What follows belongs to an exercise in optimizing a design on an open flow for small area, a short achievable clock period and few clock cycles; a production flow would make more cautious choices. Only simulation tests tie the RTL to the original design; equivalence was not proved. Power is estimated from default activity; no workload was simulated.

Setup of north:
==> flow/design.v (excerpt) <==
module upscale_top (
    input  logic   clk,
    input  logic   rst,
    input  logic   pix_valid,
    input  upscale_pkg::pixel_t pix_data,
    input  logic   start,
    output logic   busy,
    output logic   done,
    input  logic [2:0]  rd_row,
    output logic [8*12-1:0] rd_data
);
    localparam int PW = 12;
    logic [PW-1:0] live [0:15];
    logic [PW-1:0] live_nx [0:15];
    logic [PW-1:0] snap [0:15];
    logic [3:0]    wr_ptr;
    logic          busy_q;
    logic          zero_q;    
    wire acc_pix   = pix_valid & ~busy_q;
    wire acc_start = start & ~busy_q;
    always_ff @(posedge clk) begin
        if (!rst) begin
            wr_ptr <= '0;
            busy_q <= 1'b0;
            zero_q <= 1'b1;
        end else begin
            if (acc_pix) wr_ptr <= wr_ptr + 4'd1;
            busy_q <= acc_start;
            if (acc_start) zero_q <= 1'b0;
        end
    end
    always_comb begin
        for (int k = 0; k < 16; k++) begin
            live_nx[k] = ({PW{acc_pix && wr_ptr == 4'(k)}} & pix_data)
                       | ({PW{!(acc_pix && wr_ptr == 4'(k))}} & live[k]);
        end
    end
    always_ff @(posedge clk) begin
        for (int k = 0; k < 16; k++) begin
            live[k] <= live_nx[k];
            if (acc_start) snap[k] <= live_nx[k];
        end
    end
    assign busy = busy_q;
    assign done = busy_q;
    logic [3:0] st, sb;
    always_comb begin
        st = '0;
        sb = '0;
        case (rd_row)
            3'd0: begin st[0] = 1'b1; sb[0] = 1'b1; end
            3'd1: begin st[0] = 1'b1; sb[1] = 1'b1; end
            3'd2: begin st[1] = 1'b1; sb[0] = 1'b1; end
            3'd3: begin st[1] = 1'b1; sb[2] = 1'b1; end
            3'd4: begin st[2] = 1'b1; sb[1] = 1'b1; end
            3'd5: begin st[2] = 1'b1; sb[3] = 1'b1; end
            3'd6: begin st[3] = 1'b1; sb[2] = 1'b1; end
            default: begin st[3] = 1'b1; sb[3] = 1'b1; end
        endcase
        if (zero_q) begin
            st = '0;
            sb = '0;
        end
    end
    logic [PW-1:0] tp [0:3];
    logic [PW-1:0] bt [0:3];
    logic [PW+1:0] vs [0:3];
    logic [PW+1:0] vc [0:3];
    logic [PW+1:0] v [0:3];
    for (genvar c = 0; c < 4; c++) begin : g_v
        assign tp[c] = ({PW{st[0]}} & snap[c])     | ({PW{st[1]}} & snap[4+c])
                     | ({PW{st[2]}} & snap[8+c])   | ({PW{st[3]}} & snap[12+c]);
  ...
For scale: ~2,000 cells after synthesis.
make LEC_CHECK=0 CAP_MARGIN=20 CORE_MARGIN=2 CORE_UTILIZATION=40 GPL_TIMING_DRIVEN=0 SETUP_SLACK_MARGIN=0.2 SLEW_MARGIN=20 finish   # period 9.0 ns
run.sh (not shown) runs the stock make flow with config.mk's settings and CLKGATE_MAP_FILE= SYNTH_SCRIPT=/design/flow/synth_recipe.tcl, a recipe that flattens the netlist after the stock synthesis.
north finished every stage; the final checks, however, were not passed, the failures being setup timing.
Testbench counts of north, summed over its fixed seeds: cycles 6,528.
--- input diff north..south ---
diff --git a/flow/config.mk b/flow/config.mk
--- a/flow/config.mk
+++ b/flow/config.mk
@@ -9,5 +9,3 @@
 export CORE_MARGIN = 2
 export CORE_UTILIZATION = 40
-export GPL_TIMING_DRIVEN = 0
-export SETUP_SLACK_MARGIN = 0.2
 export SLEW_MARGIN = 20
### Flow results
south ended with every stage complete and zero timing, DRC or antenna violations.
Summary — clock network fraction of design power, south relative to north: lower, by 1.2 points.
south vs north: proportion of cell area occupied by multi-input gates down in south
south consumes more power than north does.
Sort north and south by layout cell share with drive strength beyond 1 desc -> top: south
In the reports for north and south, the larger first-iteration detailed-routing DRC count belongs to north.
Against north, south comes in 0.79% lower on switching power.
Compared to north, south shows a wider setup margin.
Slew at the pin closest to its max-slew limit ends up higher on south.
Looking at critical path's slowest cell, the sky130_fd_sc_hd__a222oi_1 result is from north; the sky130_fd_sc_hd__fa_1 one comes from south.
Any difference in number of multi-input combinational cells between south and north is small enough to ignore.
#### Input delta (east over south)
diff --git a/flow/config.mk b/flow/config.mk
--- a/flow/config.mk
+++ b/flow/config.mk
@@ -8,4 +8,6 @@
 export CAP_MARGIN = 20
 export CORE_MARGIN = 2
-export CORE_UTILIZATION = 40
+export CORE_UTILIZATION = 65
+export GPL_TIMING_DRIVEN = 0
+export SETUP_SLACK_MARGIN = 0.15
 export SLEW_MARGIN = 20
Notes after the runs:
Every stage of east finished as expected; the final checks, on the other hand, flagged setup timing, which means the layout fails. Combinational fraction of design power is lower on east. Between south and east, ratio of final minimum period to clock period is lower for south, east comes in above that. The final reports for east and south show utilization after layout higher in the former. Comparing east against south, there is no change at all in residual overflow from global routing. On via count, south beats east. Diff south -> east | maximum frequency | down by a few percent. Between east and south, it is east whose global placer's final weighted congestion is higher, by 4.2%. Comparing south and east, the lower count of clock-buffer cells in the layout was measured on east.
[inputs] west vs east
diff --git a/flow/config.mk b/flow/config.mk
--- a/flow/config.mk
+++ b/flow/config.mk
@@ -6,8 +6,8 @@
 export NUM_CORES = 4
 export LEC_CHECK = 0
+export ABC_AREA = 1
 export CAP_MARGIN = 20
 export CORE_MARGIN = 2
-export CORE_UTILIZATION = 65
-export GPL_TIMING_DRIVEN = 0
-export SETUP_SLACK_MARGIN = 0.15
+export CORE_UTILIZATION = 40
+export PLACE_DENSITY = 0.75
 export SLEW_MARGIN = 20
==> comparison <==
- west completed end to end with timing, DRC and antenna clean.
- Across both runs, combinational group share of total power was higher for west than for east.
- Diff east -> west: fraction of power spent switching nets down 0.93 points, number of post-CTS setup repair buffers down 93, post-route cell area up about 4%, combinational power up 9.7%.
- [diff] area of the die, west relative to east: regression


## the previous run
upscale_top again, from the RTL that the note above started with.
==> flow/config.mk <==
export PLATFORM = sky130hd
export DESIGN_NAME = upscale_top
export DESIGN_NICKNAME = upscale_top
export VERILOG_FILES = /design/flow/design.v
export SDC_FILE = /design/flow/constraint.sdc
export NUM_CORES = 4
export LEC_CHECK = 0
export ABC_AREA = 1
export CAP_MARGIN = 20
export CORE_MARGIN = 2
export CORE_UTILIZATION = 50
export SLEW_MARGIN = 20
==> flow/constraint.sdc <==
create_clock -name core_clock -period 9.0 [get_ports {clk}]
set_input_delay 1.8000 -clock core_clock [delete_from_list [all_inputs] [get_ports {clk}]]
set_output_delay 1.8000 -clock core_clock [all_outputs]
set_load 0.01 [all_outputs]
standard.sh (not shown) runs the stock make flow with config.mk's settings and CLKGATE_MAP_FILE= SYNTH_SCRIPT=/design/flow/synth_recipe.tcl, a recipe that flattens the netlist after the stock synthesis.
==> flow/flow/run.sh <==
#!/bin/bash
# Layout flow: the standard ORFS flow (standard synthesis unchanged) with two changes:
# - the buffer put on every input and output port is a plain buf_1 rather than the
#   delay-cell buffer that buffer_ports picks by default (timing repair still resizes it);
# - clock tree synthesis uses clkbuf_8 buffers and inserts no dummy loads.
# Runs in the work folder; make's full output goes to flow_make.log there, and ORFS keeps
# each step's own log under orfs/logs/.
set -euo pipefail
bash standard.sh \
  "BUFFER_PORTS_ARGS=-buffer_cell sky130_fd_sc_hd__buf_1" \
  "CTS_ARGS=-sink_clustering_enable -repair_clock_nets -buf_list sky130_fd_sc_hd__clkbuf_8 -dont_use_dummy_load" \
  finish > flow_make.log 2>&1
Testbench counts of the previous run, summed over its fixed seeds: cycles 6,528.
Relative to the previous run, the following input files were edited for the current run:
==> flow/run.sh (new file) <==
#!/bin/bash
# synth_recipe.tcl (not shown) runs the flow's synth.tcl, then flattens the netlist and writes it again
# the make line also repeats each setting of config.mk as NAME=value (left out here)
make -C /OpenROAD-flow-scripts/flow DESIGN_CONFIG=/design/flow/config.mk WORK_HOME=/design/flow/orfs CLKGATE_MAP_FILE= SYNTH_SCRIPT=/design/flow/synth_recipe.tcl finish
-- flow/config.mk --
<<< the previous run, line 7
export LEC_CHECK = 0
export ABC_AREA = 1
export CAP_MARGIN = 20
export CORE_MARGIN = 2
export CORE_UTILIZATION = 50
export SLEW_MARGIN = 20
>>> the current run, line 7
export LEC_CHECK = 0
export CAP_MARGIN = 20
export CORE_MARGIN = 2
export CORE_UTILIZATION = 65
export SLEW_MARGIN = 20
removed: flow/flow/run.sh
removed: flow/standard.sh
==> comparison <==
Note that the power recorded for the current run amounts to 1.3 times the value seen in the previous run. Diff the previous run -> the current run | met2 wire length | up by more than a quarter. Looking at met3 usage in global routing, the current run sits 3.3 points above the previous run. Higher sequential power share among the previous run and the current run: the previous run. Compare the previous run and the current run | design area lower: the previous run. Side by side, synthesized area turned out lower in the current run than in the previous run. [flow] the current run | stages: complete | final checks: fail | reason: negative setup slack.

-- port drivers added, routing unchanged --
The results above use ideal ports. As a check the final layouts listed here were re-extracted and re-timed, cells and wires unchanged.
Step 1 sets driving cells, clkbuf_16 on the clock port and buf_2 on the other inputs (assumed; they add their load-dependent delay and slew).
Step 2 also shifts input and output timing later by t, the mid clock arrival at the registers, as if the neighbouring blocks saw the same clock.
a / b / c = no drivers / after step 1 / after step 2; a / b = the first two.
run	t, ns	slack for setup (ns)	hold WS [ns]
north	0.593	-0.168 / -0.214 / -0.214	0.470 / 0.470 / 0.470
south	0.579	0.078 / 0.031 / 0.031	0.471 / 0.471 / 0.471
east	0.579	-0.127 / -0.184 / -0.184	0.472 / 0.472 / 0.472
west	0.579	0.402 / 0.381 / 0.381	0.468 / 0.468 / 0.468
the previous run	0.622	0.306 / 0.286 / 0.286	0.464 / 0.464 / 0.464
the current run	0.581	-0.233 / -0.288 / -0.288	0.477 / 0.477 / 0.477
For east, which loses most, drivers alone change the setup slack by -0.057 ns; drivers and shift together by -0.057 ns.
